This is an optimization exercise on Yosys and OpenROAD, whose aim is small area and a short achievable clock period, not a production implementation.
In this exercise RTL edits were held to simulation tests only and were not proved equivalent to the original.
Power and IR drop assume default switching activity.

Setup of before:
Design dmem_responder, start of the top module:
module dmem_responder #(
  parameter int unsigned ADDR_W   = mem_pkg::DEF_ADDR_W,
  parameter int unsigned WAIT_CYC = mem_pkg::DEF_WAIT_CYC
) (
  input  logic        clk,
  input  logic        reset_n,
  input  logic        MemReq_M,
  input  logic        MemWrite_M,
  input  logic        ByteM,
  input  logic [31:0] ALUO_M,
  input  logic [31:0] WriteDataM,
  output logic [31:0] DataR_M,
  output logic        Mem_stall,
  output logic        Mem_fault
);
  localparam int unsigned N = 1 << ADDR_W;
  logic           s0, s1, fault_o;
  logic           nbusy_o, done_o;
  logic [N-1:0]   wsel_q;
  logic [1:0]     lane_q;
  logic [3:0]     lwa_q, lwb_q;
  logic           byte_q, ok_q, ph_q;
  logic [31:0]    data_q;
  logic           fault_c;
  assign fault_c = mem_pkg::mem_fault_chk(ALUO_M, ByteM, ADDR_W);
  logic st1;
  assign st1 = s0 & ~s1 & MemWrite_M;
  always_ff @(posedge clk or negedge reset_n) begin
    if (!reset_n) begin
      s0      <= 1'b0;
      s1      <= 1'b0;
      fault_o <= 1'b0;
      nbusy_o <= 1'b1;
      done_o  <= 1'b0;
    end else begin
      s0      <= ~s1 & (s0 | MemReq_M);
      s1      <= s0;
      fault_o <= s1 & s0 & fault_c;
      nbusy_o <= done_o | (nbusy_o & ~MemReq_M);
      done_o  <= ~nbusy_o;
    end
  end
  always_ff @(posedge clk) begin
    for (int w = 0; w < N; w++)
      wsel_q[w] <= (ALUO_M[ADDR_W+1:2] == ADDR_W'(w)) & ~fault_c;
    lane_q  <= ALUO_M[1:0];
    byte_q  <= ByteM;
    ok_q    <= ~fault_c;
    ph_q    <= ~ph_q;
  end
  always_ff @(posedge clk or negedge reset_n) begin
    if (!reset_n) lwa_q <= '0;
    else
      for (int i = 0; i < 4; i++)
        lwa_q[i] <= st1 & (~ByteM | (ALUO_M[1:0] == 2'(i)));
  end
  always_ff @(posedge clk) lwb_q <= lwa_q;
  logic [N*4-1:0] rn;
  logic [31:0]    rword_lo, rword_hi, hi_q, word;
  always_comb begin
    for (int w = 0; w < N; w++)
  ...
Size: ~100 I/O pins.
clock: 5.0 ns
lec_check: 0
cap_margin: 20
core_margin: 2
core_utilization: 65
cts_cluster_diameter: 80
cts_cluster_size: 26
place_density: 0.75
setup_slack_margin: 2.75
slew_margin: 20
run.sh (not shown) runs the stock make flow with config.mk's settings and CLKGATE_MAP_FILE= SYNTH_SCRIPT=/design/flow/synth_recipe.tcl, a recipe that flattens the netlist after the stock synthesis.
Edits applied to the flow inputs when going from before to after:
- changing SETUP_SLACK_MARGIN from 2.75 to 2.65
- changing CTS_CLUSTER_SIZE from 26 to 28
==> results.txt <==
- after | status: complete | timing, DRC, antenna: pass
- Relative to before, the average via count per standard cell measured on after has increased slightly.
- In terms of half-perimeter wire length after detailed placement, after and before differ only marginally.
- Compared with before, after shows a part of the power in the clock network that is 0.4 points lower.
- Cell depth of the worst hold path: before vs after, no meaningful difference
- When after is measured against before, its routed length on met3 turns out 2.0% higher.
- Lower total power goes to after over before.

---

The RTL this note starts from:
==> flow/design.v <==
package mem_pkg;
  localparam int unsigned DEF_ADDR_W   = 6;
  localparam int unsigned DEF_WAIT_CYC = 2;
  function automatic logic mem_fault_chk(input logic [31:0] addr, input logic is_byte,
                                         input int unsigned addr_w);
    logic [31:0] hi;
    hi = addr >> (addr_w + 2);
    mem_fault_chk = (!is_byte && (addr[1:0] != 2'b00)) || (hi != 32'd0);
  endfunction
endpackage
module dmem_ram #(
  parameter int unsigned ADDR_W = 6
) (
  input  logic                        clk,
  input  logic [(1<<ADDR_W)*4-1:0]    rn,
  input  logic [31:0]                 cn,
  input  logic [(1<<ADDR_W)-1:0]      rsel,
  output logic [31:0]                 rdata_lo,
  output logic [31:0]                 rdata_hi
);
  localparam int unsigned N = 1 << ADDR_W;
  logic [31:0] mem [0:N-1];
  always_ff @(posedge clk) begin
    for (int w = 0; w < N; w++)
      for (int b = 0; b < 32; b++)
        mem[w][b] <= ~((rn[4*w + b/8] | cn[b]) & mem[w][b]);
  end
  always_comb begin
    rdata_lo = '0;
    rdata_hi = '0;
    for (int w = 0; w < N/2; w++) begin
      rdata_lo = rdata_lo | (mem[w]       & {32{rsel[w]}});
      rdata_hi = rdata_hi | (mem[w + N/2] & {32{rsel[w + N/2]}});
    end
  end
endmodule
module dmem_responder #(
  parameter int unsigned ADDR_W   = mem_pkg::DEF_ADDR_W,
  parameter int unsigned WAIT_CYC = mem_pkg::DEF_WAIT_CYC
) (
  input  logic        clk,
  input  logic        reset_n,
  input  logic        MemReq_M,
  input  logic        MemWrite_M,
  input  logic        ByteM,
  input  logic [31:0] ALUO_M,
  input  logic [31:0] WriteDataM,
  output logic [31:0] DataR_M,
  output logic        Mem_stall,
  output logic        Mem_fault
);
  localparam int unsigned N = 1 << ADDR_W;
  logic           s0, s1, fault_o;
  logic           nbusy_o, done_o;
  logic [N-1:0]   wsel_q;
  logic [1:0]     lane_q;
  logic [3:0]     lwa_q, lwb_q;
  logic           byte_q, ok_q, ph_q;
  logic [31:0]    data_q;
  logic           fault_c;
  assign fault_c = mem_pkg::mem_fault_chk(ALUO_M, ByteM, ADDR_W);
  logic st1;
  assign st1 = s0 & ~s1 & MemWrite_M;
  always_ff @(posedge clk or negedge reset_n) begin
    if (!reset_n) begin
      s0      <= 1'b0;
      s1      <= 1'b0;
      fault_o <= 1'b0;
      nbusy_o <= 1'b1;
      done_o  <= 1'b0;
    end else begin
      s0      <= ~s1 & (s0 | MemReq_M);
      s1      <= s0;
      fault_o <= s1 & s0 & fault_c;
      nbusy_o <= done_o | (nbusy_o & ~MemReq_M);
      done_o  <= ~nbusy_o;
    end
  end
  always_ff @(posedge clk) begin
    for (int w = 0; w < N; w++)
      wsel_q[w] <= (ALUO_M[ADDR_W+1:2] == ADDR_W'(w)) & ~fault_c;
    lane_q  <= ALUO_M[1:0];
    byte_q  <= ByteM;
    ok_q    <= ~fault_c;
    ph_q    <= ~ph_q;
  end
  always_ff @(posedge clk or negedge reset_n) begin
    if (!reset_n) lwa_q <= '0;
    else
      for (int i = 0; i < 4; i++)
        lwa_q[i] <= st1 & (~ByteM | (ALUO_M[1:0] == 2'(i)));
  end
  always_ff @(posedge clk) lwb_q <= lwa_q;
  logic [N*4-1:0] rn;
  logic [31:0]    rword_lo, rword_hi, hi_q, word;
  always_comb begin
    for (int w = 0; w < N; w++)
      for (int i = 0; i < 4; i++) rn[4*w+i] = ~(wsel_q[w] & (lwa_q[i] | lwb_q[i]));
  end
  dmem_ram #(
    .ADDR_W (ADDR_W)
  ) u_ram (
    .clk      (clk),
    .rn       (rn),
    .cn       (hi_q),
    .rsel     (wsel_q),
    .rdata_lo (rword_lo),
    .rdata_hi (rword_hi)
  );
  logic [31:0] wdata;
  assign wdata = ByteM ? {4{WriteDataM[7:0]}} : WriteDataM;
  always_ff @(posedge clk) begin
    if (st1)         hi_q <= '0;
    else if (|lwa_q) hi_q <= ~(wdata ^ {32{ph_q}});
    else             hi_q <= rword_hi;
  end
  assign word = (data_q | hi_q) ^ {32{~ph_q}};
  always_ff @(posedge clk or negedge reset_n) begin
    if (!reset_n) data_q <= '0;
    else if (s0) begin
      if (!s1)         data_q <= rword_lo;
      else if (!ok_q)  data_q <= '0;
      else if (byte_q) data_q <= {24'd0, word[{lane_q, 3'b000} +: 8]};
      else             data_q <= word;
    end
  end
  assign Mem_stall = ~(nbusy_o & ~(MemReq_M & reset_n & ~done_o));
  assign Mem_fault = fault_o;
  assign DataR_M   = data_q;
endmodule
make LEC_CHECK=0 CAP_MARGIN=20 CORE_MARGIN=2 CORE_UTILIZATION=65 CTS_CLUSTER_DIAMETER=80 CTS_CLUSTER_SIZE=30 PLACE_DENSITY=0.75 SETUP_SLACK_MARGIN=2.65 SLEW_MARGIN=20 finish   # period 5.0 ns
The first run went through all stages and came out clean.
Next try:
==> flow/flow/run.sh (new file) <==
#!/bin/bash
# The standard layout (the standard.sh: standard synthesis, floorplan,
# placement, CTS, routing), with one change: the buffers that placement puts
# on every input and output port are buf_2 cells instead of the resizer's
# default choice. The resizer may still resize them for timing.
set -euo pipefail
export BUFFER_PORTS_ARGS="-buffer_cell sky130_fd_sc_hd__buf_2"
bash standard.sh > standard_flow.log 2>&1
==> flow/standard.sh (new file) <==
#!/bin/bash
# synth_recipe.tcl (not shown) runs the flow's synth.tcl, then flattens the netlist and writes it again
# the make line also repeats each setting of config.mk as NAME=value (left out here)
make -C /OpenROAD-flow-scripts/flow DESIGN_CONFIG=/design/flow/config.mk WORK_HOME=/design/flow/orfs CLKGATE_MAP_FILE= SYNTH_SCRIPT=/design/flow/synth_recipe.tcl "${@:-finish}"
Settings changed: CTS_CLUSTER_SIZE 30 to 28.
removed: flow/run.sh
Wire length went down by 0.59%. Power barely changes. Critical path depth shrinks by 2. Non-clock buffer count fell by 8. Via count goes down by 0.70%. First-iteration DRC count came out lower by 4.7%. Setup slack improves by 0.0079 ns.

-- what the ideal ports hide --
How much do the figures lean on ideal ports? The routed layouts below were timed once more, with nothing changed but the port constraints. Step 1: set_driving_cell puts a clkbuf_16 on clk and a buf_2 on each other input, an assumption about the parent block. Step 2 adds t to the input delays and takes it off the output delays; t is the mean of the earliest and latest rising clock arrival at the registers after step 1. Input paths then give back, and output paths get back, about the clock's delay inside the block. Slacks: ideal ports / drivers / drivers and shift; pairs: ideal ports / drivers.
| run | t (ns) | setup slack, ns | worst hold slack (ns) |
|---|---|---|---|
| before | 0.820 | 2.521 / 2.439 / 2.016 | 0.401 / 0.378 / 0.401 |
| after | 0.799 | 2.542 / 2.461 / 1.913 | 0.402 / 0.402 / 0.402 |
| the first run of note 2 | 0.803 | 2.531 / 2.433 / 1.920 | 0.402 / 0.402 / 0.402 |
| the second run of note 2 | 0.801 | 2.538 / 2.459 / 1.968 | 0.402 / 0.371 / 0.402 |
After both steps every run listed still meets setup and hold. For after, which loses most, drivers alone change the setup slack by -0.081 ns; drivers and shift together by -0.629 ns.
